What follows belongs to an exercise in optimizing a design on an open flow for small area; a production flow would make more cautious choices.
Function was not checked in any run shown here: the RTL went through the layout flow alone.

==> flow/design.v, too long to show whole: its modules and the start of the top module <==
// module muldiv_unit: 1646 lines
module muldiv_unit #(
    parameter int unsigned MUL_CYCLES = 2,
    parameter int unsigned DIV_ITERS  = 32
) (
    input  logic        clk,
    input  logic        rst,
    input  logic        start,
    input  logic [1:0]  op,
    input  logic        flush,
    input  logic [31:0] srca,
    input  logic [31:0] srcb,
    output logic        stall,
    output logic        busy,
    output logic        done,
    output logic [31:0] hi,
    output logic [31:0] lo
);
  // ...
==> flow/flow/run.sh <==
#!/bin/bash
# Standard synthesis and layout (standard.sh), with faster port buffers than the
# resizer's default pick, and power recovery (downsizing of gates off the critical
# paths) after global routing.
set -euo pipefail
export BUFFER_PORTS_ARGS="-buffer_cell sky130_fd_sc_hd__buf_2"
export RECOVER_POWER=100
bash standard.sh synth > synth.log 2>&1
bash standard.sh finish > layout.log 2>&1
==> flow/standard.sh <==
#!/bin/bash
# synth_recipe.tcl (not shown) runs the flow's synth.tcl, then flattens the netlist and writes it again
# the make line also repeats each setting of config.mk as NAME=value (left out here)
make -C /OpenROAD-flow-scripts/flow DESIGN_CONFIG=/design/flow/config.mk WORK_HOME=/design/flow/orfs CLKGATE_MAP_FILE= SYNTH_SCRIPT=/design/flow/synth_recipe.tcl "${@:-finish}"
==> flow/config.mk <==
export PLATFORM = sky130hd
export DESIGN_NAME = muldiv_unit
export DESIGN_NICKNAME = muldiv_unit
export VERILOG_FILES = /design/flow/design.v
export SDC_FILE = /design/flow/constraint.sdc
export NUM_CORES = 4
export LEC_CHECK = 0
export CAP_MARGIN = 20
export CORE_MARGIN = 2
export CORE_UTILIZATION = 50
export CTS_BUF_LIST = sky130_fd_sc_hd__clkbuf_8
export PLACE_DENSITY = 0.7
export SLEW_MARGIN = 20
==> flow/constraint.sdc <==
create_clock -name core_clock -period 10.5 [get_ports {clk}]
set_input_delay 2.1000 -clock core_clock [delete_from_list [all_inputs] [get_ports {clk}]]
set_output_delay 2.1000 -clock core_clock [all_outputs]
set_load 0.01 [all_outputs]
==> results.ini, run 1 <==
[timing]
whs_ns=0.464
finalSetupTns_ns=0
finalSetupViolCount=0
hold_viol=0
max_freq_mhz=97.0

[drt]
met3_length_mm=6.16
initialDrtViolationCount=1596
dr.max_layer_used=met4

[layout]
max_flop_register=h_q
antennaDiodeCount=0
bufAreaShareNonClock_pct=8.60
nFillCells=2948
multi_input_area_share_pct=71.1
largest_register_ffs=34
n_all_buffers=222

[setup_path]
crit_arrival_ns=8.21
cpMaxStageDelayCell=fa_1

[clock_tree]
cts_tree=done
cts.sinks=97
root_buffer=clkbuf_8
h-tree-depth=3
cts_buffers=9

[global_route]
grt-ovfl-total=0
use_met1_pct=48.1

[synth]
yosys_warnings=3
yosys.area.top_type=fa_1
synth_top_family_by_area=adder cells
synth_adder_area_share_pct=27.2
synthSimpleGateAreaFrac_pct=10.4

[outcome]
status=finished clean

[floorplanning]
die_y_um=183
rows=65

[min_path]
hold_path_class=reg2reg

==> run 2, diff against run 1 <==
==> flow/design.v (replaced) <==
module muldiv_unit #(
    parameter int unsigned MUL_CYCLES = 2,
    parameter int unsigned DIV_ITERS  = 32
) (
    input  logic        clk,
    input  logic        rst,
    input  logic        start,
    input  logic [1:0]  op,
    input  logic        flush,
    input  logic [31:0] srca,
    input  logic [31:0] srcb,
    output logic        stall,
    output logic        busy,
    output logic        done,
    output logic [31:0] hi,
    output logic [31:0] lo
);
    logic        act_q;           
    logic [5:0]  cnt_q;           
    logic [33:0] h_q;             
    logic [31:0] l_q;             
    logic        is_div, is_signed;
    logic [5:0]  ph;
    logic        sa, sb;
    logic [35:0] xa;              
    logic [32:0] bm;              
    logic        bzero;
    logic        ph0, ph1, ph2, div_last, div_end;
    assign is_div    = op[1];
    assign is_signed = ~op[0];
    assign ph        = act_q ? cnt_q : 6'd0;
    assign ph0       = ~act_q;
    assign ph1       = act_q & (cnt_q == 6'd1);
    assign ph2       = act_q & (cnt_q == 6'd2);
    assign sa        = is_signed & srca[31];
    assign sb        = is_signed & srcb[31];
    assign xa        = {sa, sa, sa, sa, srca};
    assign bm        = {sb, srcb};
    assign bzero     = (srcb == 32'd0);
    assign div_last  = is_div & act_q & (cnt_q == 6'd33);
    assign div_end   = act_q & (cnt_q == 6'd32);
    logic [12:0] xw;
    always_comb begin
        if (ph1)      xw = xa[23:11];
        else if (ph2) xw = xa[35:23];
        else          xw = {xa[11:0], 1'b0};
    end
    logic [5:0] rone, rtwo, rneg;
    always_comb begin
        for (int j = 0; j < 6; j++) begin
            rone[j] = xw[2*j+1] ^ xw[2*j];
            rtwo[j] = (xw[2*j+2] & ~xw[2*j+1] & ~xw[2*j]) | (~xw[2*j+2] & xw[2*j+1] & xw[2*j]);
            rneg[j] = xw[2*j+2] & ~(xw[2*j+1] & xw[2*j]);
        end
        if (is_div) begin
            rone = '0;
            rtwo = '0;
            rneg = '0;
            if (div_last) begin
                rtwo[0] = h_q[33];
                rneg[0] = h_q[33] & (sb ^ sa);
            end else if (!ph0) begin
                rone[0] = 1'b1;
                rneg[0] = ~(h_q[33] ^ sb);
            end
        end
    end
    logic [33:0] ppx0, ppx1, ppx2, ppx3, ppx4, ppx5;
    logic [33:0] bsel [6];
    always_comb begin
        for (int j = 0; j < 6; j++) begin
            bsel[j] = ({34{rone[j]}} & {bm[32], bm}) | ({34{rtwo[j]}} & {bm, 1'b0});
        end
    end
    assign ppx0 = bsel[0] ^ {34{rneg[0]}};
    assign ppx1 = bsel[1] ^ {34{rneg[1]}};
    assign ppx2 = bsel[2] ^ {34{rneg[2]}};
    assign ppx3 = bsel[3] ^ {34{rneg[3]}};
    assign ppx4 = bsel[4] ^ {34{rneg[4]}};
    assign ppx5 = bsel[5] ^ {34{rneg[5]}};
    logic [33:0] acc;
    logic        cin;
    assign cin = is_div & sa & (ph0 | div_last);
    assign acc = (ph0 ? (is_div ? {sa, sa, srca} : 34'd0) : h_q) ^ {34{cin}};
    logic [45:0] cpa_a, cpa_b, t;
    logic s1;
    logic c2;
    logic s3;
    logic c4;
    logic s5;
    logic c6;
    logic s7;
    logic c8;
    logic s9;
    logic c10;
    logic s11;
    logic c12;
    logic s13;
    logic c14;
    logic s15;
    logic c16;
    logic s17;
    logic c18;
    logic s19;
    logic c20;
    logic s21;
    logic c22;
    logic s23;
    logic c24;
    logic s25;
    logic c26;
    logic s27;
    logic c28;
    logic s29;
    logic c30;
    logic s31;
    logic c32;
    logic s33;
    logic c34;
    logic s35;
    logic c36;
    logic s37;
    logic c38;
    logic s39;
    logic c40;
    logic s41;
    logic c42;
    logic s43;
    logic c44;
    logic s45;
    logic c46;
    logic s47;
    logic c48;
    logic s49;
    logic c50;
    logic s51;
    logic c52;
    logic s53;
    logic c54;
    logic s55;
    logic c56;
    logic s57;
    logic c58;
    logic s59;
    logic c60;
    logic s61;
    logic c62;
    logic s63;
    logic c64;
    logic s65;
    logic c66;
    logic s67;
    logic c68;
    logic s69;
    logic c70;
    logic s71;
    logic c72;
    logic s73;
    logic c74;
    logic s75;
    logic c76;
    logic s77;
    logic c78;
    logic s79;
    logic c80;
    logic s81;
    logic c82;
    logic s83;
    logic c84;
    logic s85;
    logic c86;
    logic s87;
    logic c88;
    logic s89;
    logic c90;
    logic s91;
    logic c92;
    logic s93;
    logic c94;
    logic s95;
    logic c96;
    logic s97;
    logic c98;
    logic s99;
    logic c100;
    logic s101;
    logic c102;
    logic s103;
    logic c104;
    logic s105;
    logic c106;
    logic s107;
    logic c108;
    logic s109;
    logic c110;
    logic s111;
    logic c112;
    logic s113;
    logic c114;
    logic s115;
    logic c116;
    logic s117;
    logic c118;
    logic s119;
    logic c120;
    logic s121;
    logic c122;
    logic s123;
    logic c124;
    logic s125;
    logic c126;
    logic s127;
    logic c128;
    logic s129;
    logic c130;
    logic s131;
    logic c132;
    logic s133;
    logic c134;
    logic s135;
    logic c136;
    logic s137;
    logic c138;
    logic s139;
    logic c140;
    logic s141;
    logic c142;
    logic s143;
    logic c144;
    logic s145;
    logic c146;
    logic s147;
    logic c148;
    logic s149;
    logic c150;
    logic s151;
    logic c152;
    logic s153;
    logic c154;
    logic s155;
    logic c156;
    logic s157;
    logic c158;
    logic s159;
    logic c160;
    logic s161;
    logic c162;
    logic s163;
    logic c164;
    logic s165;
    logic c166;
    logic s167;
    logic c168;
    logic s169;
    logic c170;
    logic s171;
    logic c172;
    logic s173;
    logic c174;
    logic s175;
    logic c176;
    logic s177;
    logic c178;
    logic s179;
    logic c180;
    logic s181;
    logic c182;
    logic s183;
    logic c184;
    logic s185;
    logic c186;
    logic s187;
    logic c188;
    logic s189;
    logic c190;
    logic s191;
    logic c192;
    logic s193;
    logic c194;
    logic s195;
    logic c196;
    logic s197;
    logic c198;
    logic s199;
    logic c200;
    logic s201;
    logic c202;
    logic s203;
    logic c204;
    logic s205;
    logic c206;
    logic s207;
    logic c208;
    logic s209;
    logic c210;
    logic s211;
    logic c212;
    logic s213;
    logic c214;
    logic s215;
    logic c216;
    logic s217;
    logic c218;
    logic s219;
    logic c220;
    logic s221;
    logic c222;
    logic s223;
    logic c224;
    logic s225;
    logic c226;
    logic s227;
    logic c228;
    logic s229;
    logic c230;
    logic s231;
    logic c232;
    logic s233;
    logic c234;
    logic s235;
    logic c236;
    logic s237;
    logic c238;
    logic s239;
    logic c240;
    logic s241;
    logic c242;
    logic s243;
    logic c244;
    logic s245;
    logic c246;
    logic s247;
    logic c248;
    logic s249;
    logic c250;
    logic s251;
    logic c252;
    logic s253;
    logic c254;
    logic s255;
    logic c256;
    logic s257;
    logic c258;
    logic s259;
    logic c260;
    logic s261;
    logic c262;
    logic s263;
    logic c264;
    logic s265;
    logic c266;
    logic s267;
    logic c268;
    logic s269;
    logic c270;
    logic s271;
    logic c272;
    logic s273;
    logic c274;
    logic s275;
    logic c276;
    logic s277;
    logic c278;
    logic s279;
    logic c280;
    logic s281;
    logic c282;
    logic s283;
    logic c284;
    logic s285;
    logic c286;
    logic s287;
    logic c288;
    logic s289;
    logic c290;
    logic s291;
    logic c292;
    logic s293;
    logic c294;
    logic s295;
    logic c296;
    logic s297;
    logic c298;
    logic s299;
    logic c300;
    logic s301;
    logic c302;
    logic s303;
    logic c304;
    logic s305;
    logic c306;
    logic s307;
    logic c308;
    logic s309;
    logic c310;
    logic s311;
    logic c312;
    logic s313;
    logic c314;
    logic s315;
    logic c316;
    logic s317;
    logic c318;
    logic s319;
    logic c320;
    logic s321;
    logic c322;
    logic s323;
    logic c324;
    logic s325;
    logic c326;
    logic s327;
    logic c328;
    logic s329;
    logic c330;
    logic s331;
    logic c332;
    logic s333;
    logic c334;
    logic s335;
    logic c336;
    logic s337;
    logic c338;
    logic s339;
    logic c340;
    logic s341;
    logic c342;
    logic s343;
    logic c344;
    logic s345;
    logic c346;
    logic s347;
    logic c348;
    logic s349;
    logic c350;
    logic s351;
    logic c352;
    logic s353;
    logic c354;
    logic s355;
    logic c356;
    logic s357;
    logic c358;
    logic s359;
    logic c360;
    logic s361;
    logic c362;
    logic s363;
    logic c364;
    logic s365;
    logic c366;
    logic s367;
    logic c368;
    logic s369;
    logic c370;
    logic s371;
    logic c372;
    logic s373;
    logic c374;
    logic s375;
    logic c376;
    logic s377;
    logic c378;
    logic s379;
    logic c380;
    logic s381;
    logic c382;
    logic s383;
    logic c384;
    logic s385;
    logic c386;
    logic s387;
    logic c388;
    logic s389;
    logic c390;
    logic s391;
    logic c392;
    logic s393;
    logic c394;
    logic s395;
    logic c396;
    logic s397;
    logic c398;
    logic s399;
    logic c400;
    logic g401;
    logic p402;
    logic g403;
    logic p404;
    logic g405;
    logic p406;
    logic g407;
    logic p408;
    logic g409;
    logic p410;
    logic g411;
    logic p412;
    logic g413;
    logic p414;
    logic g415;
    logic p416;
    logic g417;
    logic p418;
    logic g419;
    logic p420;
    logic g421;
    logic p422;
    logic g423;
    logic p424;
    logic g425;
    logic p426;
    logic g427;
    logic p428;
    logic g429;
    logic p430;
    logic g431;
    logic p432;
    logic g433;
    logic p434;
    logic g435;
    logic p436;
    logic g437;
    logic p438;
    logic g439;
    logic p440;
    logic g441;
    logic p442;
    logic g443;
    logic p444;
    logic g445;
    logic p446;
    logic g447;
    logic p448;
    logic g449;
    logic p450;
    logic g451;
    logic p452;
    logic g453;
    logic p454;
    logic g455;
    logic p456;
    logic g457;
    logic p458;
    logic g459;
    logic p460;
    logic g461;
    logic p462;
    logic g463;
    logic p464;
    logic g465;
    logic p466;
    logic g467;
    logic p468;
    logic g469;
    logic p470;
    logic g471;
    logic p472;
    logic g473;
    logic p474;
    logic g475;
    logic p476;
    logic g477;
    logic p478;
    logic g479;
    logic p480;
    logic g481;
    logic p482;
    logic g483;
    logic p484;
    logic g485;
    logic p486;
    logic g487;
    logic p488;
    logic g489;
    logic p490;
    logic g491;
    logic p492;
    logic g493;
    logic p494;
    logic g495;
    logic p496;
    logic g497;
    logic p498;
    logic g499;
    logic p500;
    logic g501;
    logic p502;
    logic g503;
    logic p504;
    logic g505;
    logic p506;
    logic g507;
    logic p508;
    logic g509;
    logic p510;
    logic g511;
    logic p512;
    logic g513;
    logic p514;
    logic g515;
    logic p516;
    logic g517;
    logic p518;
    logic g519;
    logic p520;
    logic g521;
    logic p522;
    logic g523;
    logic p524;
    logic g525;
    logic p526;
    logic g527;
    logic p528;
    logic g529;
    logic p530;
    logic g531;
    logic p532;
    logic g533;
    logic p534;
    logic g535;
    logic p536;
    logic g537;
    logic p538;
    logic g539;
    logic p540;
    logic g541;
    logic p542;
    logic g543;
    logic p544;
    logic g545;
    logic p546;
    logic g547;
    logic p548;
    logic g549;
    logic p550;
    logic g551;
    logic p552;
    logic g553;
    logic p554;
    logic g555;
    logic p556;
    logic g557;
    logic p558;
    logic g559;
    logic p560;
    logic g561;
    logic p562;
    logic g563;
    logic p564;
    logic g565;
    logic p566;
    logic g567;
    logic p568;
    logic g569;
    logic p570;
    logic g571;
    logic p572;
    logic g573;
    logic p574;
    logic g575;
    logic p576;
    logic g577;
    logic p578;
    logic g579;
    logic p580;
    logic g581;
    logic p582;
    logic g583;
    logic p584;
    logic g585;
    logic p586;
    logic g587;
    logic p588;
    logic g589;
    logic p590;
    logic g591;
    logic p592;
    logic g593;
    logic p594;
    logic g595;
    logic p596;
    logic g597;
    logic p598;
    logic g599;
    logic p600;
    logic g601;
    logic p602;
    logic g603;
    logic p604;
    logic g605;
    logic p606;
    logic g607;
    logic p608;
    logic g609;
    logic p610;
    logic g611;
    logic p612;
    logic g613;
    logic p614;
    logic g615;
    logic p616;
    logic g617;
    logic p618;
    logic g619;
    logic p620;
    logic g621;
    logic p622;
    logic g623;
    logic p624;
    logic g625;
    logic p626;
    logic g627;
    logic p628;
    logic g629;
    logic p630;
    logic g631;
    logic p632;
    logic g633;
    logic p634;
    logic g635;
    logic p636;
    logic g637;
    logic p638;
    logic g639;
    logic p640;
    logic g641;
    logic p642;
    logic g643;
    logic p644;
    logic g645;
    logic p646;
    logic g647;
    logic p648;
    logic g649;
    logic p650;
    logic g651;
    logic p652;
    logic g653;
    logic p654;
    logic g655;
    logic p656;
    assign s1 = acc[8] ^ ppx0[8];
    assign c2 = acc[8] & ppx0[8];
    assign s3 = acc[9] ^ ppx0[9];
    assign c4 = acc[9] & ppx0[9];
    assign s5 = acc[10] ^ ppx0[10] ^ ppx1[8];
    assign c6 = (acc[10] & ppx0[10]) | (acc[10] & ppx1[8]) | (ppx0[10] & ppx1[8]);
    assign s7 = ppx2[6] ^ ppx3[4];
    assign c8 = ppx2[6] & ppx3[4];
    assign s9 = acc[11] ^ ppx0[11] ^ ppx1[9];
    assign c10 = (acc[11] & ppx0[11]) | (acc[11] & ppx1[9]) | (ppx0[11] & ppx1[9]);
    assign s11 = ppx2[7] ^ ppx3[5];
    assign c12 = ppx2[7] & ppx3[5];
    assign s13 = acc[12] ^ ppx0[12] ^ ppx1[10];
    assign c14 = (acc[12] & ppx0[12]) | (acc[12] & ppx1[10]) | (ppx0[12] & ppx1[10]);
    assign s15 = ppx2[8] ^ ppx3[6];
    assign c16 = ppx2[8] & ppx3[6];
    assign s17 = acc[13] ^ ppx0[13] ^ ppx1[11];
    assign c18 = (acc[13] & ppx0[13]) | (acc[13] & ppx1[11]) | (ppx0[13] & ppx1[11]);
    assign s19 = ppx2[9] ^ ppx3[7];
    assign c20 = ppx2[9] & ppx3[7];
    assign s21 = acc[14] ^ ppx0[14] ^ ppx1[12];
    assign c22 = (acc[14] & ppx0[14]) | (acc[14] & ppx1[12]) | (ppx0[14] & ppx1[12]);
    assign s23 = ppx2[10] ^ ppx3[8];
    assign c24 = ppx2[10] & ppx3[8];
    assign s25 = acc[15] ^ ppx0[15] ^ ppx1[13];
    assign c26 = (acc[15] & ppx0[15]) | (acc[15] & ppx1[13]) | (ppx0[15] & ppx1[13]);
    assign s27 = ppx2[11] ^ ppx3[9];
    assign c28 = ppx2[11] & ppx3[9];
    assign s29 = acc[16] ^ ppx0[16] ^ ppx1[14];
    assign c30 = (acc[16] & ppx0[16]) | (acc[16] & ppx1[14]) | (ppx0[16] & ppx1[14]);
    assign s31 = ppx2[12] ^ ppx3[10];
    assign c32 = ppx2[12] & ppx3[10];
    assign s33 = acc[17] ^ ppx0[17] ^ ppx1[15];
    assign c34 = (acc[17] & ppx0[17]) | (acc[17] & ppx1[15]) | (ppx0[17] & ppx1[15]);
    assign s35 = ppx2[13] ^ ppx3[11];
    assign c36 = ppx2[13] & ppx3[11];
    assign s37 = acc[18] ^ ppx0[18] ^ ppx1[16];
    assign c38 = (acc[18] & ppx0[18]) | (acc[18] & ppx1[16]) | (ppx0[18] & ppx1[16]);
    assign s39 = ppx2[14] ^ ppx3[12];
    assign c40 = ppx2[14] & ppx3[12];
    assign s41 = acc[19] ^ ppx0[19] ^ ppx1[17];
    assign c42 = (acc[19] & ppx0[19]) | (acc[19] & ppx1[17]) | (ppx0[19] & ppx1[17]);
    assign s43 = ppx2[15] ^ ppx3[13];
    assign c44 = ppx2[15] & ppx3[13];
    assign s45 = acc[20] ^ ppx0[20] ^ ppx1[18];
    assign c46 = (acc[20] & ppx0[20]) | (acc[20] & ppx1[18]) | (ppx0[20] & ppx1[18]);
    assign s47 = ppx2[16] ^ ppx3[14];
    assign c48 = ppx2[16] & ppx3[14];
    assign s49 = acc[21] ^ ppx0[21] ^ ppx1[19];
    assign c50 = (acc[21] & ppx0[21]) | (acc[21] & ppx1[19]) | (ppx0[21] & ppx1[19]);
    assign s51 = ppx2[17] ^ ppx3[15];
    assign c52 = ppx2[17] & ppx3[15];
    assign s53 = acc[22] ^ ppx0[22] ^ ppx1[20];
    assign c54 = (acc[22] & ppx0[22]) | (acc[22] & ppx1[20]) | (ppx0[22] & ppx1[20]);
    assign s55 = ppx2[18] ^ ppx3[16];
    assign c56 = ppx2[18] & ppx3[16];
    assign s57 = acc[23] ^ ppx0[23] ^ ppx1[21];
    assign c58 = (acc[23] & ppx0[23]) | (acc[23] & ppx1[21]) | (ppx0[23] & ppx1[21]);
    assign s59 = ppx2[19] ^ ppx3[17];
    assign c60 = ppx2[19] & ppx3[17];
    assign s61 = acc[24] ^ ppx0[24] ^ ppx1[22];
    assign c62 = (acc[24] & ppx0[24]) | (acc[24] & ppx1[22]) | (ppx0[24] & ppx1[22]);
    assign s63 = ppx2[20] ^ ppx3[18];
    assign c64 = ppx2[20] & ppx3[18];
    assign s65 = acc[25] ^ ppx0[25] ^ ppx1[23];
    assign c66 = (acc[25] & ppx0[25]) | (acc[25] & ppx1[23]) | (ppx0[25] & ppx1[23]);
    assign s67 = ppx2[21] ^ ppx3[19];
    assign c68 = ppx2[21] & ppx3[19];
    assign s69 = acc[26] ^ ppx0[26] ^ ppx1[24];
    assign c70 = (acc[26] & ppx0[26]) | (acc[26] & ppx1[24]) | (ppx0[26] & ppx1[24]);
    assign s71 = ppx2[22] ^ ppx3[20];
    assign c72 = ppx2[22] & ppx3[20];
    assign s73 = acc[27] ^ ppx0[27] ^ ppx1[25];
    assign c74 = (acc[27] & ppx0[27]) | (acc[27] & ppx1[25]) | (ppx0[27] & ppx1[25]);
    assign s75 = ppx2[23] ^ ppx3[21];
    assign c76 = ppx2[23] & ppx3[21];
    assign s77 = acc[28] ^ ppx0[28] ^ ppx1[26];
    assign c78 = (acc[28] & ppx0[28]) | (acc[28] & ppx1[26]) | (ppx0[28] & ppx1[26]);
    assign s79 = ppx2[24] ^ ppx3[22];
    assign c80 = ppx2[24] & ppx3[22];
    assign s81 = acc[29] ^ ppx0[29] ^ ppx1[27];
    assign c82 = (acc[29] & ppx0[29]) | (acc[29] & ppx1[27]) | (ppx0[29] & ppx1[27]);
    assign s83 = ppx2[25] ^ ppx3[23];
    assign c84 = ppx2[25] & ppx3[23];
    assign s85 = acc[30] ^ ppx0[30] ^ ppx1[28];
    assign c86 = (acc[30] & ppx0[30]) | (acc[30] & ppx1[28]) | (ppx0[30] & ppx1[28]);
    assign s87 = ppx2[26] ^ ppx3[24];
    assign c88 = ppx2[26] & ppx3[24];
    assign s89 = acc[31] ^ ppx0[31] ^ ppx1[29];
    assign c90 = (acc[31] & ppx0[31]) | (acc[31] & ppx1[29]) | (ppx0[31] & ppx1[29]);
    assign s91 = ppx2[27] ^ ppx3[25];
    assign c92 = ppx2[27] & ppx3[25];
    assign s93 = acc[32] ^ ppx0[32] ^ ppx1[30];
    assign c94 = (acc[32] & ppx0[32]) | (acc[32] & ppx1[30]) | (ppx0[32] & ppx1[30]);
    assign s95 = ppx2[28] ^ ppx3[26];
    assign c96 = ppx2[28] & ppx3[26];
    assign s97 = ~acc[33] ^ ~ppx0[33] ^ ppx1[31];
    assign c98 = (~acc[33] & ~ppx0[33]) | (~acc[33] & ppx1[31]) | (~ppx0[33] & ppx1[31]);
    assign s99 = ppx2[29] ^ ppx3[27];
    assign c100 = ppx2[29] & ppx3[27];
    assign s101 = ppx1[32] ^ ppx2[30] ^ ppx3[28];
    assign c102 = (ppx1[32] & ppx2[30]) | (ppx1[32] & ppx3[28]) | (ppx2[30] & ppx3[28]);
    assign s103 = acc[4] ^ ppx0[4];
    assign c104 = acc[4] & ppx0[4];
    assign s105 = acc[5] ^ ppx0[5];
    assign c106 = acc[5] & ppx0[5];
    assign s107 = acc[6] ^ ppx0[6] ^ ppx1[4];
    assign c108 = (acc[6] & ppx0[6]) | (acc[6] & ppx1[4]) | (ppx0[6] & ppx1[4]);
    assign s109 = ppx2[2] ^ ppx3[0];
    assign c110 = ppx2[2] & ppx3[0];
    assign s111 = acc[7] ^ ppx0[7] ^ ppx1[5];
    assign c112 = (acc[7] & ppx0[7]) | (acc[7] & ppx1[5]) | (ppx0[7] & ppx1[5]);
    assign s113 = ppx2[3] ^ ppx3[1];
    assign c114 = ppx2[3] & ppx3[1];
    assign s115 = s1 ^ ppx1[6] ^ ppx2[4];
    assign c116 = (s1 & ppx1[6]) | (s1 & ppx2[4]) | (ppx1[6] & ppx2[4]);
    assign s117 = ppx3[2] ^ ppx4[0] ^ rneg[4];
    assign c118 = (ppx3[2] & ppx4[0]) | (ppx3[2] & rneg[4]) | (ppx4[0] & rneg[4]);
    assign s119 = c2 ^ s3 ^ ppx1[7];
    assign c120 = (c2 & s3) | (c2 & ppx1[7]) | (s3 & ppx1[7]);
    assign s121 = ppx2[5] ^ ppx3[3] ^ ppx4[1];
    assign c122 = (ppx2[5] & ppx3[3]) | (ppx2[5] & ppx4[1]) | (ppx3[3] & ppx4[1]);
    assign s123 = c4 ^ s5 ^ s7;
    assign c124 = (c4 & s5) | (c4 & s7) | (s5 & s7);
    assign s125 = ppx4[2] ^ ppx5[0] ^ rneg[5];
    assign c126 = (ppx4[2] & ppx5[0]) | (ppx4[2] & rneg[5]) | (ppx5[0] & rneg[5]);
    assign s127 = c6 ^ c8 ^ s9;
    assign c128 = (c6 & c8) | (c6 & s9) | (c8 & s9);
    assign s129 = s11 ^ ppx4[3] ^ ppx5[1];
    assign c130 = (s11 & ppx4[3]) | (s11 & ppx5[1]) | (ppx4[3] & ppx5[1]);
    assign s131 = c10 ^ c12 ^ s13;
    assign c132 = (c10 & c12) | (c10 & s13) | (c12 & s13);
    assign s133 = s15 ^ ppx4[4] ^ ppx5[2];
    assign c134 = (s15 & ppx4[4]) | (s15 & ppx5[2]) | (ppx4[4] & ppx5[2]);
    assign s135 = c14 ^ c16 ^ s17;
    assign c136 = (c14 & c16) | (c14 & s17) | (c16 & s17);
    assign s137 = s19 ^ ppx4[5] ^ ppx5[3];
    assign c138 = (s19 & ppx4[5]) | (s19 & ppx5[3]) | (ppx4[5] & ppx5[3]);
    assign s139 = c18 ^ c20 ^ s21;
    assign c140 = (c18 & c20) | (c18 & s21) | (c20 & s21);
    assign s141 = s23 ^ ppx4[6] ^ ppx5[4];
    assign c142 = (s23 & ppx4[6]) | (s23 & ppx5[4]) | (ppx4[6] & ppx5[4]);
    assign s143 = c22 ^ c24 ^ s25;
    assign c144 = (c22 & c24) | (c22 & s25) | (c24 & s25);
    assign s145 = s27 ^ ppx4[7] ^ ppx5[5];
    assign c146 = (s27 & ppx4[7]) | (s27 & ppx5[5]) | (ppx4[7] & ppx5[5]);
    assign s147 = c26 ^ c28 ^ s29;
    assign c148 = (c26 & c28) | (c26 & s29) | (c28 & s29);
    assign s149 = s31 ^ ppx4[8] ^ ppx5[6];
    assign c150 = (s31 & ppx4[8]) | (s31 & ppx5[6]) | (ppx4[8] & ppx5[6]);
    assign s151 = c30 ^ c32 ^ s33;
    assign c152 = (c30 & c32) | (c30 & s33) | (c32 & s33);
    assign s153 = s35 ^ ppx4[9] ^ ppx5[7];
    assign c154 = (s35 & ppx4[9]) | (s35 & ppx5[7]) | (ppx4[9] & ppx5[7]);
    assign s155 = c34 ^ c36 ^ s37;
    assign c156 = (c34 & c36) | (c34 & s37) | (c36 & s37);
    assign s157 = s39 ^ ppx4[10] ^ ppx5[8];
    assign c158 = (s39 & ppx4[10]) | (s39 & ppx5[8]) | (ppx4[10] & ppx5[8]);
    assign s159 = c38 ^ c40 ^ s41;
    assign c160 = (c38 & c40) | (c38 & s41) | (c40 & s41);
    assign s161 = s43 ^ ppx4[11] ^ ppx5[9];
    assign c162 = (s43 & ppx4[11]) | (s43 & ppx5[9]) | (ppx4[11] & ppx5[9]);
    assign s163 = c42 ^ c44 ^ s45;
    assign c164 = (c42 & c44) | (c42 & s45) | (c44 & s45);
    assign s165 = s47 ^ ppx4[12] ^ ppx5[10];
    assign c166 = (s47 & ppx4[12]) | (s47 & ppx5[10]) | (ppx4[12] & ppx5[10]);
    assign s167 = c46 ^ c48 ^ s49;
    assign c168 = (c46 & c48) | (c46 & s49) | (c48 & s49);
    assign s169 = s51 ^ ppx4[13] ^ ppx5[11];
    assign c170 = (s51 & ppx4[13]) | (s51 & ppx5[11]) | (ppx4[13] & ppx5[11]);
    assign s171 = c50 ^ c52 ^ s53;
    assign c172 = (c50 & c52) | (c50 & s53) | (c52 & s53);
    assign s173 = s55 ^ ppx4[14] ^ ppx5[12];
    assign c174 = (s55 & ppx4[14]) | (s55 & ppx5[12]) | (ppx4[14] & ppx5[12]);
    assign s175 = c54 ^ c56 ^ s57;
    assign c176 = (c54 & c56) | (c54 & s57) | (c56 & s57);
    assign s177 = s59 ^ ppx4[15] ^ ppx5[13];
    assign c178 = (s59 & ppx4[15]) | (s59 & ppx5[13]) | (ppx4[15] & ppx5[13]);
    assign s179 = c58 ^ c60 ^ s61;
    assign c180 = (c58 & c60) | (c58 & s61) | (c60 & s61);
    assign s181 = s63 ^ ppx4[16] ^ ppx5[14];
    assign c182 = (s63 & ppx4[16]) | (s63 & ppx5[14]) | (ppx4[16] & ppx5[14]);
    assign s183 = c62 ^ c64 ^ s65;
    assign c184 = (c62 & c64) | (c62 & s65) | (c64 & s65);
    assign s185 = s67 ^ ppx4[17] ^ ppx5[15];
    assign c186 = (s67 & ppx4[17]) | (s67 & ppx5[15]) | (ppx4[17] & ppx5[15]);
    assign s187 = c66 ^ c68 ^ s69;
    assign c188 = (c66 & c68) | (c66 & s69) | (c68 & s69);
    assign s189 = s71 ^ ppx4[18] ^ ppx5[16];
    assign c190 = (s71 & ppx4[18]) | (s71 & ppx5[16]) | (ppx4[18] & ppx5[16]);
    assign s191 = c70 ^ c72 ^ s73;
    assign c192 = (c70 & c72) | (c70 & s73) | (c72 & s73);
    assign s193 = s75 ^ ppx4[19] ^ ppx5[17];
    assign c194 = (s75 & ppx4[19]) | (s75 & ppx5[17]) | (ppx4[19] & ppx5[17]);
    assign s195 = c74 ^ c76 ^ s77;
    assign c196 = (c74 & c76) | (c74 & s77) | (c76 & s77);
    assign s197 = s79 ^ ppx4[20] ^ ppx5[18];
    assign c198 = (s79 & ppx4[20]) | (s79 & ppx5[18]) | (ppx4[20] & ppx5[18]);
    assign s199 = c78 ^ c80 ^ s81;
    assign c200 = (c78 & c80) | (c78 & s81) | (c80 & s81);
    assign s201 = s83 ^ ppx4[21] ^ ppx5[19];
    assign c202 = (s83 & ppx4[21]) | (s83 & ppx5[19]) | (ppx4[21] & ppx5[19]);
    assign s203 = c82 ^ c84 ^ s85;
    assign c204 = (c82 & c84) | (c82 & s85) | (c84 & s85);
    assign s205 = s87 ^ ppx4[22] ^ ppx5[20];
    assign c206 = (s87 & ppx4[22]) | (s87 & ppx5[20]) | (ppx4[22] & ppx5[20]);
    assign s207 = c86 ^ c88 ^ s89;
    assign c208 = (c86 & c88) | (c86 & s89) | (c88 & s89);
    assign s209 = s91 ^ ppx4[23] ^ ppx5[21];
    assign c210 = (s91 & ppx4[23]) | (s91 & ppx5[21]) | (ppx4[23] & ppx5[21]);
    assign s211 = c90 ^ c92 ^ s93;
    assign c212 = (c90 & c92) | (c90 & s93) | (c92 & s93);
    assign s213 = s95 ^ ppx4[24] ^ ppx5[22];
    assign c214 = (s95 & ppx4[24]) | (s95 & ppx5[22]) | (ppx4[24] & ppx5[22]);
    assign s215 = c94 ^ c96 ^ s97;
    assign c216 = (c94 & c96) | (c94 & s97) | (c96 & s97);
    assign s217 = s99 ^ ppx4[25] ^ ppx5[23];
    assign c218 = (s99 & ppx4[25]) | (s99 & ppx5[23]) | (ppx4[25] & ppx5[23]);
    assign s219 = c98 ^ c100 ^ s101;
    assign c220 = (c98 & c100) | (c98 & s101) | (c100 & s101);
    assign s221 = ppx4[26] ^ ppx5[24] ^ 1'b1;
    assign c222 = (ppx4[26] & ppx5[24]) | (ppx4[26] & 1'b1) | (ppx5[24] & 1'b1);
    assign s223 = c102 ^ ~ppx1[33] ^ ppx2[31];
    assign c224 = (c102 & ~ppx1[33]) | (c102 & ppx2[31]) | (~ppx1[33] & ppx2[31]);
    assign s225 = ppx3[29] ^ ppx4[27] ^ ppx5[25];
    assign c226 = (ppx3[29] & ppx4[27]) | (ppx3[29] & ppx5[25]) | (ppx4[27] & ppx5[25]);
    assign s227 = ppx2[32] ^ ppx3[30] ^ ppx4[28];
    assign c228 = (ppx2[32] & ppx3[30]) | (ppx2[32] & ppx4[28]) | (ppx3[30] & ppx4[28]);
    assign s229 = ppx5[26] ^ 1'b1;
    assign c230 = ppx5[26] & 1'b1;
    assign s231 = ~ppx2[33] ^ ppx3[31] ^ ppx4[29];
    assign c232 = (~ppx2[33] & ppx3[31]) | (~ppx2[33] & ppx4[29]) | (ppx3[31] & ppx4[29]);
    assign s233 = ppx3[32] ^ ppx4[30];
    assign c234 = ppx3[32] & ppx4[30];
    assign s235 = acc[0] ^ ppx0[0];
    assign c236 = acc[0] & ppx0[0];
    assign s237 = acc[2] ^ ppx0[2];
    assign c238 = acc[2] & ppx0[2];
    assign s239 = acc[3] ^ ppx0[3];
    assign c240 = acc[3] & ppx0[3];
    assign s241 = s103 ^ ppx1[2] ^ ppx2[0];
    assign c242 = (s103 & ppx1[2]) | (s103 & ppx2[0]) | (ppx1[2] & ppx2[0]);
    assign s243 = c104 ^ s105 ^ ppx1[3];
    assign c244 = (c104 & s105) | (c104 & ppx1[3]) | (s105 & ppx1[3]);
    assign s245 = c106 ^ s107 ^ s109;
    assign c246 = (c106 & s107) | (c106 & s109) | (s107 & s109);
    assign s247 = c108 ^ c110 ^ s111;
    assign c248 = (c108 & c110) | (c108 & s111) | (c110 & s111);
    assign s249 = c112 ^ c114 ^ s115;
    assign c250 = (c112 & c114) | (c112 & s115) | (c114 & s115);
    assign s251 = c116 ^ c118 ^ s119;
    assign c252 = (c116 & c118) | (c116 & s119) | (c118 & s119);
    assign s253 = c120 ^ c122 ^ s123;
    assign c254 = (c120 & c122) | (c120 & s123) | (c122 & s123);
    assign s255 = c124 ^ c126 ^ s127;
    assign c256 = (c124 & c126) | (c124 & s127) | (c126 & s127);
    assign s257 = c128 ^ c130 ^ s131;
    assign c258 = (c128 & c130) | (c128 & s131) | (c130 & s131);
    assign s259 = c132 ^ c134 ^ s135;
    assign c260 = (c132 & c134) | (c132 & s135) | (c134 & s135);
    assign s261 = c136 ^ c138 ^ s139;
    assign c262 = (c136 & c138) | (c136 & s139) | (c138 & s139);
    assign s263 = c140 ^ c142 ^ s143;
    assign c264 = (c140 & c142) | (c140 & s143) | (c142 & s143);
    assign s265 = c144 ^ c146 ^ s147;
    assign c266 = (c144 & c146) | (c144 & s147) | (c146 & s147);
    assign s267 = c148 ^ c150 ^ s151;
    assign c268 = (c148 & c150) | (c148 & s151) | (c150 & s151);
    assign s269 = c152 ^ c154 ^ s155;
    assign c270 = (c152 & c154) | (c152 & s155) | (c154 & s155);
    assign s271 = c156 ^ c158 ^ s159;
    assign c272 = (c156 & c158) | (c156 & s159) | (c158 & s159);
    assign s273 = c160 ^ c162 ^ s163;
    assign c274 = (c160 & c162) | (c160 & s163) | (c162 & s163);
    assign s275 = c164 ^ c166 ^ s167;
    assign c276 = (c164 & c166) | (c164 & s167) | (c166 & s167);
    assign s277 = c168 ^ c170 ^ s171;
    assign c278 = (c168 & c170) | (c168 & s171) | (c170 & s171);
    assign s279 = c172 ^ c174 ^ s175;
    assign c280 = (c172 & c174) | (c172 & s175) | (c174 & s175);
    assign s281 = c176 ^ c178 ^ s179;
    assign c282 = (c176 & c178) | (c176 & s179) | (c178 & s179);
    assign s283 = c180 ^ c182 ^ s183;
    assign c284 = (c180 & c182) | (c180 & s183) | (c182 & s183);
    assign s285 = c184 ^ c186 ^ s187;
    assign c286 = (c184 & c186) | (c184 & s187) | (c186 & s187);
    assign s287 = c188 ^ c190 ^ s191;
    assign c288 = (c188 & c190) | (c188 & s191) | (c190 & s191);
    assign s289 = c192 ^ c194 ^ s195;
    assign c290 = (c192 & c194) | (c192 & s195) | (c194 & s195);
    assign s291 = c196 ^ c198 ^ s199;
    assign c292 = (c196 & c198) | (c196 & s199) | (c198 & s199);
    assign s293 = c200 ^ c202 ^ s203;
    assign c294 = (c200 & c202) | (c200 & s203) | (c202 & s203);
    assign s295 = c204 ^ c206 ^ s207;
    assign c296 = (c204 & c206) | (c204 & s207) | (c206 & s207);
    assign s297 = c208 ^ c210 ^ s211;
    assign c298 = (c208 & c210) | (c208 & s211) | (c210 & s211);
    assign s299 = c212 ^ c214 ^ s215;
    assign c300 = (c212 & c214) | (c212 & s215) | (c214 & s215);
    assign s301 = c216 ^ c218 ^ s219;
    assign c302 = (c216 & c218) | (c216 & s219) | (c218 & s219);
    assign s303 = c220 ^ c222 ^ s223;
    assign c304 = (c220 & c222) | (c220 & s223) | (c222 & s223);
    assign s305 = c224 ^ c226 ^ s227;
    assign c306 = (c224 & c226) | (c224 & s227) | (c226 & s227);
    assign s307 = c228 ^ c230 ^ s231;
    assign c308 = (c228 & c230) | (c228 & s231) | (c230 & s231);
    assign s309 = c232 ^ s233 ^ ppx5[28];
    assign c310 = (c232 & s233) | (c232 & ppx5[28]) | (s233 & ppx5[28]);
    assign s311 = c234 ^ ~ppx3[33] ^ ppx4[31];
    assign c312 = (c234 & ~ppx3[33]) | (c234 & ppx4[31]) | (~ppx3[33] & ppx4[31]);
    assign s313 = ppx4[32] ^ ppx5[30];
    assign c314 = ppx4[32] & ppx5[30];
    assign s315 = s235 ^ rneg[0];
    assign c316 = s235 & rneg[0];
    assign s317 = c236 ^ acc[1] ^ ppx0[1];
    assign c318 = (c236 & acc[1]) | (c236 & ppx0[1]) | (acc[1] & ppx0[1]);
    assign s319 = s237 ^ ppx1[0] ^ rneg[1];
    assign c320 = (s237 & ppx1[0]) | (s237 & rneg[1]) | (ppx1[0] & rneg[1]);
    assign s321 = c238 ^ s239 ^ ppx1[1];
    assign c322 = (c238 & s239) | (c238 & ppx1[1]) | (s239 & ppx1[1]);
    assign s323 = c240 ^ s241 ^ rneg[2];
    assign c324 = (c240 & s241) | (c240 & rneg[2]) | (s241 & rneg[2]);
    assign s325 = c242 ^ s243 ^ ppx2[1];
    assign c326 = (c242 & s243) | (c242 & ppx2[1]) | (s243 & ppx2[1]);
    assign s327 = c244 ^ s245 ^ rneg[3];
    assign c328 = (c244 & s245) | (c244 & rneg[3]) | (s245 & rneg[3]);
    assign s329 = c246 ^ s247 ^ s113;
    assign c330 = (c246 & s247) | (c246 & s113) | (s247 & s113);
    assign s331 = c248 ^ s249 ^ s117;
    assign c332 = (c248 & s249) | (c248 & s117) | (s249 & s117);
    assign s333 = c250 ^ s251 ^ s121;
    assign c334 = (c250 & s251) | (c250 & s121) | (s251 & s121);
    assign s335 = c252 ^ s253 ^ s125;
    assign c336 = (c252 & s253) | (c252 & s125) | (s253 & s125);
    assign s337 = c254 ^ s255 ^ s129;
    assign c338 = (c254 & s255) | (c254 & s129) | (s255 & s129);
    assign s339 = c256 ^ s257 ^ s133;
    assign c340 = (c256 & s257) | (c256 & s133) | (s257 & s133);
    assign s341 = c258 ^ s259 ^ s137;
    assign c342 = (c258 & s259) | (c258 & s137) | (s259 & s137);
    assign s343 = c260 ^ s261 ^ s141;
    assign c344 = (c260 & s261) | (c260 & s141) | (s261 & s141);
    assign s345 = c262 ^ s263 ^ s145;
    assign c346 = (c262 & s263) | (c262 & s145) | (s263 & s145);
    assign s347 = c264 ^ s265 ^ s149;
    assign c348 = (c264 & s265) | (c264 & s149) | (s265 & s149);
    assign s349 = c266 ^ s267 ^ s153;
    assign c350 = (c266 & s267) | (c266 & s153) | (s267 & s153);
    assign s351 = c268 ^ s269 ^ s157;
    assign c352 = (c268 & s269) | (c268 & s157) | (s269 & s157);
    assign s353 = c270 ^ s271 ^ s161;
    assign c354 = (c270 & s271) | (c270 & s161) | (s271 & s161);
    assign s355 = c272 ^ s273 ^ s165;
    assign c356 = (c272 & s273) | (c272 & s165) | (s273 & s165);
    assign s357 = c274 ^ s275 ^ s169;
    assign c358 = (c274 & s275) | (c274 & s169) | (s275 & s169);
    assign s359 = c276 ^ s277 ^ s173;
    assign c360 = (c276 & s277) | (c276 & s173) | (s277 & s173);
    assign s361 = c278 ^ s279 ^ s177;
    assign c362 = (c278 & s279) | (c278 & s177) | (s279 & s177);
    assign s363 = c280 ^ s281 ^ s181;
    assign c364 = (c280 & s281) | (c280 & s181) | (s281 & s181);
    assign s365 = c282 ^ s283 ^ s185;
    assign c366 = (c282 & s283) | (c282 & s185) | (s283 & s185);
    assign s367 = c284 ^ s285 ^ s189;
    assign c368 = (c284 & s285) | (c284 & s189) | (s285 & s189);
    assign s369 = c286 ^ s287 ^ s193;
    assign c370 = (c286 & s287) | (c286 & s193) | (s287 & s193);
    assign s371 = c288 ^ s289 ^ s197;
    assign c372 = (c288 & s289) | (c288 & s197) | (s289 & s197);
    assign s373 = c290 ^ s291 ^ s201;
    assign c374 = (c290 & s291) | (c290 & s201) | (s291 & s201);
    assign s375 = c292 ^ s293 ^ s205;
    assign c376 = (c292 & s293) | (c292 & s205) | (s293 & s205);
    assign s377 = c294 ^ s295 ^ s209;
    assign c378 = (c294 & s295) | (c294 & s209) | (s295 & s209);
    assign s379 = c296 ^ s297 ^ s213;
    assign c380 = (c296 & s297) | (c296 & s213) | (s297 & s213);
    assign s381 = c298 ^ s299 ^ s217;
    assign c382 = (c298 & s299) | (c298 & s217) | (s299 & s217);
    assign s383 = c300 ^ s301 ^ s221;
    assign c384 = (c300 & s301) | (c300 & s221) | (s301 & s221);
    assign s385 = c302 ^ s303 ^ s225;
    assign c386 = (c302 & s303) | (c302 & s225) | (s303 & s225);
    assign s387 = c304 ^ s305 ^ s229;
    assign c388 = (c304 & s305) | (c304 & s229) | (s305 & s229);
    assign s389 = c306 ^ s307 ^ ppx5[27];
    assign c390 = (c306 & s307) | (c306 & ppx5[27]) | (s307 & ppx5[27]);
    assign s391 = c308 ^ s309 ^ 1'b1;
    assign c392 = (c308 & s309) | (c308 & 1'b1) | (s309 & 1'b1);
    assign s393 = c310 ^ s311 ^ ppx5[29];
    assign c394 = (c310 & s311) | (c310 & ppx5[29]) | (s311 & ppx5[29]);
    assign s395 = c312 ^ s313 ^ 1'b1;
    assign c396 = (c312 & s313) | (c312 & 1'b1) | (s313 & 1'b1);
    assign s397 = c314 ^ ~ppx4[33] ^ ppx5[31];
    assign c398 = (c314 & ~ppx4[33]) | (c314 & ppx5[31]) | (~ppx4[33] & ppx5[31]);
    assign s399 = ppx5[32] ^ 1'b1;
    assign c400 = ppx5[32] & 1'b1;
    assign cpa_a = {1'b1, 1'b1, c400, c398, c396, c394, c392, c390, c388, c386, c384, c382, c380, c378, c376, c374, c372, c370, c368, c366, c364, c362, c360, c358, c356, c354, c352, c350, c348, c346, c344, c342, c340, c338, c336, c334, c332, c330, c328, c326, c324, c322, c320, c318, c316, s315};
    assign cpa_b = {1'b0, 1'b0, ~ppx5[33], s399, s397, s395, s393, s391, s389, s387, s385, s383, s381, s379, s377, s375, s373, s371, s369, s367, s365, s363, s361, s359, s357, s355, s353, s351, s349, s347, s345, s343, s341, s339, s337, s335, s333, s331, s329, s327, s325, s323, s321, s319, s317, cin};
    assign g401 = (cpa_a[0] & cpa_b[0]);
    assign p402 = (cpa_a[0] ^ cpa_b[0]);
    assign g403 = (cpa_a[1] & cpa_b[1]);
    assign p404 = (cpa_a[1] ^ cpa_b[1]);
    assign g405 = (cpa_a[2] & cpa_b[2]);
    assign p406 = (cpa_a[2] ^ cpa_b[2]);
    assign g407 = (cpa_a[3] & cpa_b[3]);
    assign p408 = (cpa_a[3] ^ cpa_b[3]);
    assign g409 = (cpa_a[4] & cpa_b[4]);
    assign p410 = (cpa_a[4] ^ cpa_b[4]);
    assign g411 = (cpa_a[5] & cpa_b[5]);
    assign p412 = (cpa_a[5] ^ cpa_b[5]);
    assign g413 = (cpa_a[6] & cpa_b[6]);
    assign p414 = (cpa_a[6] ^ cpa_b[6]);
    assign g415 = (cpa_a[7] & cpa_b[7]);
    assign p416 = (cpa_a[7] ^ cpa_b[7]);
    assign g417 = (cpa_a[8] & cpa_b[8]);
    assign p418 = (cpa_a[8] ^ cpa_b[8]);
    assign g419 = (cpa_a[9] & cpa_b[9]);
    assign p420 = (cpa_a[9] ^ cpa_b[9]);
    assign g421 = (cpa_a[10] & cpa_b[10]);
    assign p422 = (cpa_a[10] ^ cpa_b[10]);
    assign g423 = (cpa_a[11] & cpa_b[11]);
    assign p424 = (cpa_a[11] ^ cpa_b[11]);
    assign g425 = (cpa_a[12] & cpa_b[12]);
    assign p426 = (cpa_a[12] ^ cpa_b[12]);
    assign g427 = (cpa_a[13] & cpa_b[13]);
    assign p428 = (cpa_a[13] ^ cpa_b[13]);
    assign g429 = (cpa_a[14] & cpa_b[14]);
    assign p430 = (cpa_a[14] ^ cpa_b[14]);
    assign g431 = (cpa_a[15] & cpa_b[15]);
    assign p432 = (cpa_a[15] ^ cpa_b[15]);
    assign g433 = (cpa_a[16] & cpa_b[16]);
    assign p434 = (cpa_a[16] ^ cpa_b[16]);
    assign g435 = (cpa_a[17] & cpa_b[17]);
    assign p436 = (cpa_a[17] ^ cpa_b[17]);
    assign g437 = (cpa_a[18] & cpa_b[18]);
    assign p438 = (cpa_a[18] ^ cpa_b[18]);
    assign g439 = (cpa_a[19] & cpa_b[19]);
    assign p440 = (cpa_a[19] ^ cpa_b[19]);
    assign g441 = (cpa_a[20] & cpa_b[20]);
    assign p442 = (cpa_a[20] ^ cpa_b[20]);
    assign g443 = (cpa_a[21] & cpa_b[21]);
    assign p444 = (cpa_a[21] ^ cpa_b[21]);
    assign g445 = (cpa_a[22] & cpa_b[22]);
    assign p446 = (cpa_a[22] ^ cpa_b[22]);
    assign g447 = (cpa_a[23] & cpa_b[23]);
    assign p448 = (cpa_a[23] ^ cpa_b[23]);
    assign g449 = (cpa_a[24] & cpa_b[24]);
    assign p450 = (cpa_a[24] ^ cpa_b[24]);
    assign g451 = (cpa_a[25] & cpa_b[25]);
    assign p452 = (cpa_a[25] ^ cpa_b[25]);
    assign g453 = (cpa_a[26] & cpa_b[26]);
    assign p454 = (cpa_a[26] ^ cpa_b[26]);
    assign g455 = (cpa_a[27] & cpa_b[27]);
    assign p456 = (cpa_a[27] ^ cpa_b[27]);
    assign g457 = (cpa_a[28] & cpa_b[28]);
    assign p458 = (cpa_a[28] ^ cpa_b[28]);
    assign g459 = (cpa_a[29] & cpa_b[29]);
    assign p460 = (cpa_a[29] ^ cpa_b[29]);
    assign g461 = (cpa_a[30] & cpa_b[30]);
    assign p462 = (cpa_a[30] ^ cpa_b[30]);
    assign g463 = (cpa_a[31] & cpa_b[31]);
    assign p464 = (cpa_a[31] ^ cpa_b[31]);
    assign g465 = (cpa_a[32] & cpa_b[32]);
    assign p466 = (cpa_a[32] ^ cpa_b[32]);
    assign g467 = (cpa_a[33] & cpa_b[33]);
    assign p468 = (cpa_a[33] ^ cpa_b[33]);
    assign g469 = (cpa_a[34] & cpa_b[34]);
    assign p470 = (cpa_a[34] ^ cpa_b[34]);
    assign g471 = (cpa_a[35] & cpa_b[35]);
    assign p472 = (cpa_a[35] ^ cpa_b[35]);
    assign g473 = (cpa_a[36] & cpa_b[36]);
    assign p474 = (cpa_a[36] ^ cpa_b[36]);
    assign g475 = (cpa_a[37] & cpa_b[37]);
    assign p476 = (cpa_a[37] ^ cpa_b[37]);
    assign g477 = (cpa_a[38] & cpa_b[38]);
    assign p478 = (cpa_a[38] ^ cpa_b[38]);
    assign g479 = (cpa_a[39] & cpa_b[39]);
    assign p480 = (cpa_a[39] ^ cpa_b[39]);
    assign g481 = (cpa_a[40] & cpa_b[40]);
    assign p482 = (cpa_a[40] ^ cpa_b[40]);
    assign g483 = (cpa_a[41] & cpa_b[41]);
    assign p484 = (cpa_a[41] ^ cpa_b[41]);
    assign g485 = (cpa_a[42] & cpa_b[42]);
    assign p486 = (cpa_a[42] ^ cpa_b[42]);
    assign g487 = (cpa_a[43] & cpa_b[43]);
    assign p488 = (cpa_a[43] ^ cpa_b[43]);
    assign g489 = (cpa_a[44] & cpa_b[44]);
    assign p490 = (cpa_a[44] ^ cpa_b[44]);
    assign g491 = (cpa_a[45] & cpa_b[45]);
    assign p492 = (cpa_a[45] ^ cpa_b[45]);
    assign g493 = g403 | (p404 & g401);
    assign p494 = p404 & p402;
    assign g495 = g407 | (p408 & g405);
    assign p496 = p408 & p406;
    assign g497 = g411 | (p412 & g409);
    assign p498 = p412 & p410;
    assign g499 = g415 | (p416 & g413);
    assign p500 = p416 & p414;
    assign g501 = g419 | (p420 & g417);
    assign p502 = p420 & p418;
    assign g503 = g423 | (p424 & g421);
    assign p504 = p424 & p422;
    assign g505 = g427 | (p428 & g425);
    assign p506 = p428 & p426;
    assign g507 = g431 | (p432 & g429);
    assign p508 = p432 & p430;
    assign g509 = g435 | (p436 & g433);
    assign p510 = p436 & p434;
    assign g511 = g439 | (p440 & g437);
    assign p512 = p440 & p438;
    assign g513 = g443 | (p444 & g441);
    assign p514 = p444 & p442;
    assign g515 = g447 | (p448 & g445);
    assign p516 = p448 & p446;
    assign g517 = g451 | (p452 & g449);
    assign p518 = p452 & p450;
    assign g519 = g455 | (p456 & g453);
    assign p520 = p456 & p454;
    assign g521 = g459 | (p460 & g457);
    assign p522 = p460 & p458;
    assign g523 = g463 | (p464 & g461);
    assign p524 = p464 & p462;
    assign g525 = g467 | (p468 & g465);
    assign p526 = p468 & p466;
    assign g527 = g471 | (p472 & g469);
    assign p528 = p472 & p470;
    assign g529 = g475 | (p476 & g473);
    assign p530 = p476 & p474;
    assign g531 = g479 | (p480 & g477);
    assign p532 = p480 & p478;
    assign g533 = g483 | (p484 & g481);
    assign p534 = p484 & p482;
    assign g535 = g487 | (p488 & g485);
    assign p536 = p488 & p486;
    assign g537 = g491 | (p492 & g489);
    assign p538 = p492 & p490;
    assign g539 = g495 | (p496 & g493);
    assign p540 = p496 & p494;
    assign g541 = g499 | (p500 & g497);
    assign p542 = p500 & p498;
    assign g543 = g503 | (p504 & g501);
    assign p544 = p504 & p502;
    assign g545 = g507 | (p508 & g505);
    assign p546 = p508 & p506;
    assign g547 = g511 | (p512 & g509);
    assign p548 = p512 & p510;
    assign g549 = g515 | (p516 & g513);
    assign p550 = p516 & p514;
    assign g551 = g519 | (p520 & g517);
    assign p552 = p520 & p518;
    assign g553 = g523 | (p524 & g521);
    assign p554 = p524 & p522;
    assign g555 = g527 | (p528 & g525);
    assign p556 = p528 & p526;
    assign g557 = g531 | (p532 & g529);
    assign p558 = p532 & p530;
    assign g559 = g535 | (p536 & g533);
    assign p560 = p536 & p534;
    assign g561 = g541 | (p542 & g539);
    assign p562 = p542 & p540;
    assign g563 = g545 | (p546 & g543);
    assign p564 = p546 & p544;
    assign g565 = g549 | (p550 & g547);
    assign p566 = p550 & p548;
    assign g567 = g553 | (p554 & g551);
    assign p568 = p554 & p552;
    assign g569 = g557 | (p558 & g555);
    assign p570 = p558 & p556;
    assign g571 = g563 | (p564 & g561);
    assign p572 = p564 & p562;
    assign g573 = g567 | (p568 & g565);
    assign p574 = p568 & p566;
    assign g575 = g573 | (p574 & g571);
    assign p576 = p574 & p572;
    assign g577 = g565 | (p566 & g571);
    assign p578 = p566 & p572;
    assign g579 = g569 | (p570 & g575);
    assign p580 = p570 & p576;
    assign g581 = g543 | (p544 & g561);
    assign p582 = p544 & p562;
    assign g583 = g547 | (p548 & g571);
    assign p584 = p548 & p572;
    assign g585 = g551 | (p552 & g577);
    assign p586 = p552 & p578;
    assign g587 = g555 | (p556 & g575);
    assign p588 = p556 & p576;
    assign g589 = g559 | (p560 & g579);
    assign p590 = p560 & p580;
    assign g591 = g497 | (p498 & g539);
    assign p592 = p498 & p540;
    assign g593 = g501 | (p502 & g561);
    assign p594 = p502 & p562;
    assign g595 = g505 | (p506 & g581);
    assign p596 = p506 & p582;
    assign g597 = g509 | (p510 & g571);
    assign p598 = p510 & p572;
    assign g599 = g513 | (p514 & g583);
    assign p600 = p514 & p584;
    assign g601 = g517 | (p518 & g577);
    assign p602 = p518 & p578;
    assign g603 = g521 | (p522 & g585);
    assign p604 = p522 & p586;
    assign g605 = g525 | (p526 & g575);
    assign p606 = p526 & p576;
    assign g607 = g529 | (p530 & g587);
    assign p608 = p530 & p588;
    assign g609 = g533 | (p534 & g579);
    assign p610 = p534 & p580;
    assign g611 = g537 | (p538 & g589);
    assign p612 = p538 & p590;
    assign g613 = g405 | (p406 & g493);
    assign p614 = p406 & p494;
    assign g615 = g409 | (p410 & g539);
    assign p616 = p410 & p540;
    assign g617 = g413 | (p414 & g591);
    assign p618 = p414 & p592;
    assign g619 = g417 | (p418 & g561);
    assign p620 = p418 & p562;
    assign g621 = g421 | (p422 & g593);
    assign p622 = p422 & p594;
    assign g623 = g425 | (p426 & g581);
    assign p624 = p426 & p582;
    assign g625 = g429 | (p430 & g595);
    assign p626 = p430 & p596;
    assign g627 = g433 | (p434 & g571);
    assign p628 = p434 & p572;
    assign g629 = g437 | (p438 & g597);
    assign p630 = p438 & p598;
    assign g631 = g441 | (p442 & g583);
    assign p632 = p442 & p584;
    assign g633 = g445 | (p446 & g599);
    assign p634 = p446 & p600;
    assign g635 = g449 | (p450 & g577);
    assign p636 = p450 & p578;
    assign g637 = g453 | (p454 & g601);
    assign p638 = p454 & p602;
    assign g639 = g457 | (p458 & g585);
    assign p640 = p458 & p586;
    assign g641 = g461 | (p462 & g603);
    assign p642 = p462 & p604;
    assign g643 = g465 | (p466 & g575);
    assign p644 = p466 & p576;
    assign g645 = g469 | (p470 & g605);
    assign p646 = p470 & p606;
    assign g647 = g473 | (p474 & g587);
    assign p648 = p474 & p588;
    assign g649 = g477 | (p478 & g607);
    assign p650 = p478 & p608;
    assign g651 = g481 | (p482 & g579);
    assign p652 = p482 & p580;
    assign g653 = g485 | (p486 & g609);
    assign p654 = p486 & p610;
    assign g655 = g489 | (p490 & g589);
    assign p656 = p490 & p590;
    assign t[0] = p402;
    assign t[1] = p404 ^ g401;
    assign t[2] = p406 ^ g493;
    assign t[3] = p408 ^ g613;
    assign t[4] = p410 ^ g539;
    assign t[5] = p412 ^ g615;
    assign t[6] = p414 ^ g591;
    assign t[7] = p416 ^ g617;
    assign t[8] = p418 ^ g561;
    assign t[9] = p420 ^ g619;
    assign t[10] = p422 ^ g593;
    assign t[11] = p424 ^ g621;
    assign t[12] = p426 ^ g581;
    assign t[13] = p428 ^ g623;
    assign t[14] = p430 ^ g595;
    assign t[15] = p432 ^ g625;
    assign t[16] = p434 ^ g571;
    assign t[17] = p436 ^ g627;
    assign t[18] = p438 ^ g597;
    assign t[19] = p440 ^ g629;
    assign t[20] = p442 ^ g583;
    assign t[21] = p444 ^ g631;
    assign t[22] = p446 ^ g599;
    assign t[23] = p448 ^ g633;
    assign t[24] = p450 ^ g577;
    assign t[25] = p452 ^ g635;
    assign t[26] = p454 ^ g601;
    assign t[27] = p456 ^ g637;
    assign t[28] = p458 ^ g585;
    assign t[29] = p460 ^ g639;
    assign t[30] = p462 ^ g603;
    assign t[31] = p464 ^ g641;
    assign t[32] = p466 ^ g575;
    assign t[33] = p468 ^ g643;
    assign t[34] = p470 ^ g605;
    assign t[35] = p472 ^ g645;
    assign t[36] = p474 ^ g587;
    assign t[37] = p476 ^ g647;
    assign t[38] = p478 ^ g607;
    assign t[39] = p480 ^ g649;
    assign t[40] = p482 ^ g579;
    assign t[41] = p484 ^ g651;
    assign t[42] = p486 ^ g609;
    assign t[43] = p488 ^ g653;
    assign t[44] = p490 ^ g589;
    assign t[45] = p492 ^ g655;
    logic [31:0] q_out, r_out;
    assign r_out = t[32:1];
    logic        qneg;
    logic [31:0] lor;
    assign qneg = is_signed & (srca[31] ^ srcb[31]) & ~bzero;
    always_comb begin
        lor[0] = 1'b0;
        for (int i = 1; i < 32; i++) lor[i] = lor[i-1] | l_q[i-1];
    end
    assign q_out = l_q ^ ({32{qneg}} & lor);
    logic done_c;
    assign done_c = act_q & (is_div ? (cnt_q == 6'd33) : (cnt_q == 6'd2));
    always_ff @(posedge clk) begin
        if (rst) begin
            act_q <= 1'b0;
        end else begin
            act_q <= start & ~flush & ~done_c;
        end
        cnt_q <= act_q ? cnt_q + 6'd1 : 6'd1;
        if (is_div) begin
            if (ph0) begin
                h_q <= {33'd0, t[31]};
                l_q <= t[31:0];
            end else begin
                h_q <= {t[32:0], div_end ? 1'b0 : l_q[30]};
                l_q <= {l_q[30:0], ~t[33]};
            end
        end else begin
            h_q <= t[45:12];
            l_q <= {t[11:0], l_q[31:12]};
        end
    end
    assign done  = done_c;
    assign busy  = act_q & ~done_c;
    assign stall = start & ~done_c;
    assign hi    = is_div ? r_out : t[39:8];
    assign lo    = is_div ? q_out : {t[7:0], l_q[31:8]};
endmodule
==> flow/run.sh (new file) <==
#!/bin/bash
# synth_recipe.tcl (not shown) runs the flow's synth.tcl, then flattens the netlist and writes it again
# the make line also repeats each setting of config.mk as NAME=value (left out here)
make -C /OpenROAD-flow-scripts/flow DESIGN_CONFIG=/design/flow/config.mk WORK_HOME=/design/flow/orfs CLKGATE_MAP_FILE= SYNTH_SCRIPT=/design/flow/synth_recipe.tcl finish
==> flow/config.mk (replaced) <==
export PLATFORM = sky130hd
export DESIGN_NAME = muldiv_unit
export DESIGN_NICKNAME = muldiv_unit
export VERILOG_FILES = /design/flow/design.v
export SDC_FILE = /design/flow/constraint.sdc
export NUM_CORES = 4
export LEC_CHECK = 0
export CAP_MARGIN = 20
export CORE_MARGIN = 2
export CORE_UTILIZATION = 60
export GPL_TIMING_DRIVEN = 0
export SLEW_MARGIN = 20
removed: flow/flow/run.sh
removed: flow/standard.sh
==> run 2 against run 1 <==
Compared with the run above: the layout now fails its checks (negative setup slack); clock-buffer cell count stayed put; cell area is 17% higher; global-route usage is 17 points higher; routed wire length is 33% higher; die area shrank 16%; utilization is 24 points higher; via count up 15%.
==> results.ini, run 2 <==
[layout]
largest_register_ffs=34  ; unchanged
nFillCells=1670  ; was 2,948
fin_util_pct=80.5  ; was 56.8%
layout.nets=2548  ; was 2,410
regArea_mm2=0.00146  ; was 0.00195 mm^2
layout_common_cells=207 x inv_1, 172 x nor2_1, 165 x a22oi_1  ; was 268 x inv_1, 252 x xnor2_1, 164 x fa_1
drive_gt1_share_pct=26.3  ; was 13.8%
max_flop_register=h_q  ; unchanged

[drt]
wl_mm=73.9  ; was 55.7 mm
ant_nets=0  ; unchanged
initialDrtViolationCount=2725  ; was 1,596
num_vias=17626  ; was 15,378
firstDrtPassIters=9  ; was 6
avgRoutedWirePerCell_um=29.0  ; was 22.3 um

[setup_path]
critPathLaunch=srca[31]  ; was srca[3]
worst_ep_required_time_ns=8.40  ; about the same
path_max_fanout=10  ; was 27
path_class=in2out  ; unchanged
cpMaxStageDelayCell=fa_2  ; was fa_1
crit_arrival_ns=8.87  ; was 8.21 ns
crit_top_cell=fa_1  ; unchanged

[timing]
hold_viol=0  ; unchanged
finalSetupViolCount=23  ; was 0
rsz0062_at_grt=yes  ; unchanged
whs_ns=0.439  ; was 0.464 ns
relSlewSlack_pct=41.0  ; was 32.1%
tightest_slew_ns=0.876  ; was 1.02 ns
final.setup.worst_slack_ns=-0.469  ; was 0.186 ns
fin_worst_skew_ns=0.0110  ; was 0.0175 ns
max_freq_mhz=91.2  ; was 97.0 MHz

[synth]
yosysMostFrequentCell=inv_1  ; unchanged
synth-edff-count=0  ; unchanged
ys.flop_type=dfxtp_1  ; unchanged
yosysUniqueCellTypes=70  ; was 66
syn_area_per_cell_um2=8.23  ; was 7.98 um^2
yosysSeqAreaShare_pct=9.08  ; was 12.1%
synthesis.area_mm2=0.0161  ; about the same
syn_nets=2297  ; was 2,335
yosys.area.top_type=fa_1  ; unchanged
yosys_warnings=2  ; was 3
synth_common_cells=227 x inv_1, 196 x a22oi_1, 180 x nor2_1  ; was 269 x inv_1, 254 x xnor2_1, 165 x fa_1
syn_inst=1957  ; was 2,015
yosysTopAreaCellShare_pct=22.1  ; was 20.5%

[outcome]
check-failures=negative setup slack
status=finished with violations  ; was finished clean

[clock_tree]
root_buffer=clkbuf_16  ; was clkbuf_8
cts_buffers=9  ; unchanged
clk_latency_ns=0.34  ; was 0.40 ns
cts_tree=done  ; unchanged
h-tree-depth=3  ; unchanged
ctsHoldBuffers=0  ; unchanged
cts.sinks=73  ; was 97
clk_pin_slew_ns=0.06  ; was 0.11 ns

[floorplanning]
ios=137  ; unchanged
die_area_mm2=0.0282  ; was 0.0336 mm^2
rows=59  ; was 65
die_y_um=168  ; was 183 um
start_util_pct=61.4  ; was 50.8%

[placement]
dp_slack_ns=-2.65  ; was -0.0726 ns

[global_route]
grt_pass1_wl_mm=105  ; was 87.0 mm
grt_max_degree=14  ; was 110
grt-ovfl-total=0  ; unchanged
grt_pass1_vias=17084  ; was 15,151

[min_path]
min_from=cnt_q[0]  ; unchanged
hold_path_class=reg2reg  ; unchanged

## run 2: changes by cell type after synthesis, sizes merged, moves of 72 or more
cell,before,now
a22oi,4,216
nand2,143,62
nor2,114,186
o22a,75,0
o22ai,118,24
xnor2,254,127
xor2,64,140
## run 2: cell families (layout without fill, tap and decap cells)
| logic type | count (synthesis) | count (layout) | share of synthesized area [%] |
|---|---|---|---|
| buffers and inverters | 398 | 653 | 10.6 |
| DFF | 73 | 73 | 9.08 |
| and+or+nand+nor | 404 | 404 | 11.9 |
| other | 0 | 1 | 0 |
| muxes | 55 | 55 | 3.62 |
| adders and majority gates | 270 | 270 | 29.3 |
| xor gates and xnor gates | 267 | 267 | 14.5 |
| AOI/OAI and AO/OA | 490 | 490 | 20.9 |
## run 2: repair_timing
item,4_1_cts,5_1_grt
gates resized for setup,519,140
setup buffers,83,32
gates cloned,1,1
pin swaps,137,112
setup endpoints to repair,35,30
## run 2: path summary, 6_finish.rpt
check,to,slack [ns],cells past startpoint
worst max-delay path,hi[30],-0.47,29
worst min-delay path,cnt_q[0],0.44,1
worst max register to register,h_q[25],1.89,37
worst min register to register,cnt_q[0],0.44,1
## run 2: final cells by class
class	count	area share [%]
inverters	230	4.13
repair buffers	248	10.6
clock buffers	9	1.07
clock inverters	6	0.326
plain buffers	160	5.72
flip-flops and latches	73	6.92
well taps	335	1.99
multi-input cells	1486	69.3
diodes	1	0.0119
## run 2: per-layer routing
| metal | up-vias | global-route usage (%) | routed length [um] |
|---|---|---|---|
| li1 | 7059 | - | - |
| met1 | 8260 | 59.5 | 24300 |
| met2 | 1749 | 77.2 | 30700 |
| met3 | 558 | 16.9 | 11400 |
| met4 | 0 | 33.7 | 7550 |
| met5 | - | 0 | 0 |
## run 2: worst max-delay path: cells and delay by family
family,cells,cell delay (ns)
muxes,2,0.39
and+or+nand+nor,5,1.13
AOI/OAI and AO/OA,9,2.01
buffers and inverters,7,1.03
xor gates and xnor gates,1,0.10
adders and majority gates,5,2.08
## run 2: metrics by stage
step / TNS, ns / area [um^2] / instances
floorplan: 0 / 16100 / 1957
global placement: -64.23 / 17800 / 2424
detailed placement: -65.91 / 17800 / 2424
CTS: -0.0355 / 20400 / 2516
global route: -6.59 / 21100 / 2547
finish: -4.83 / 21100 / 2548

-- what the ideal ports hide --
How much do the figures lean on ideal ports? The routed layouts below were timed once more, with nothing changed but the port constraints. Step 1: set_driving_cell puts a clkbuf_16 on clk and a buf_2 on each other input, an assumption about the parent block. Step 2 moves the port delays by t, midway between the first and last clock arrival at a register: inputs arrive t later, outputs are due t later. That takes back most of the time a late clock gives input paths. a / b / c = no drivers / after step 1 / after step 2; a / b = the first two.
run	shift t [ns]	slack for setup (ns)	clock arrival spread, ns
run 1	0.428	0.186 / 0.167 / 0.167	0.017 / 0.018
run 2	0.373	-0.469 / -0.499 / -0.499	0.011 / 0.011
The setup slack of run 2, which loses most, moves by -0.030 ns with the drivers and by -0.030 ns with both steps.
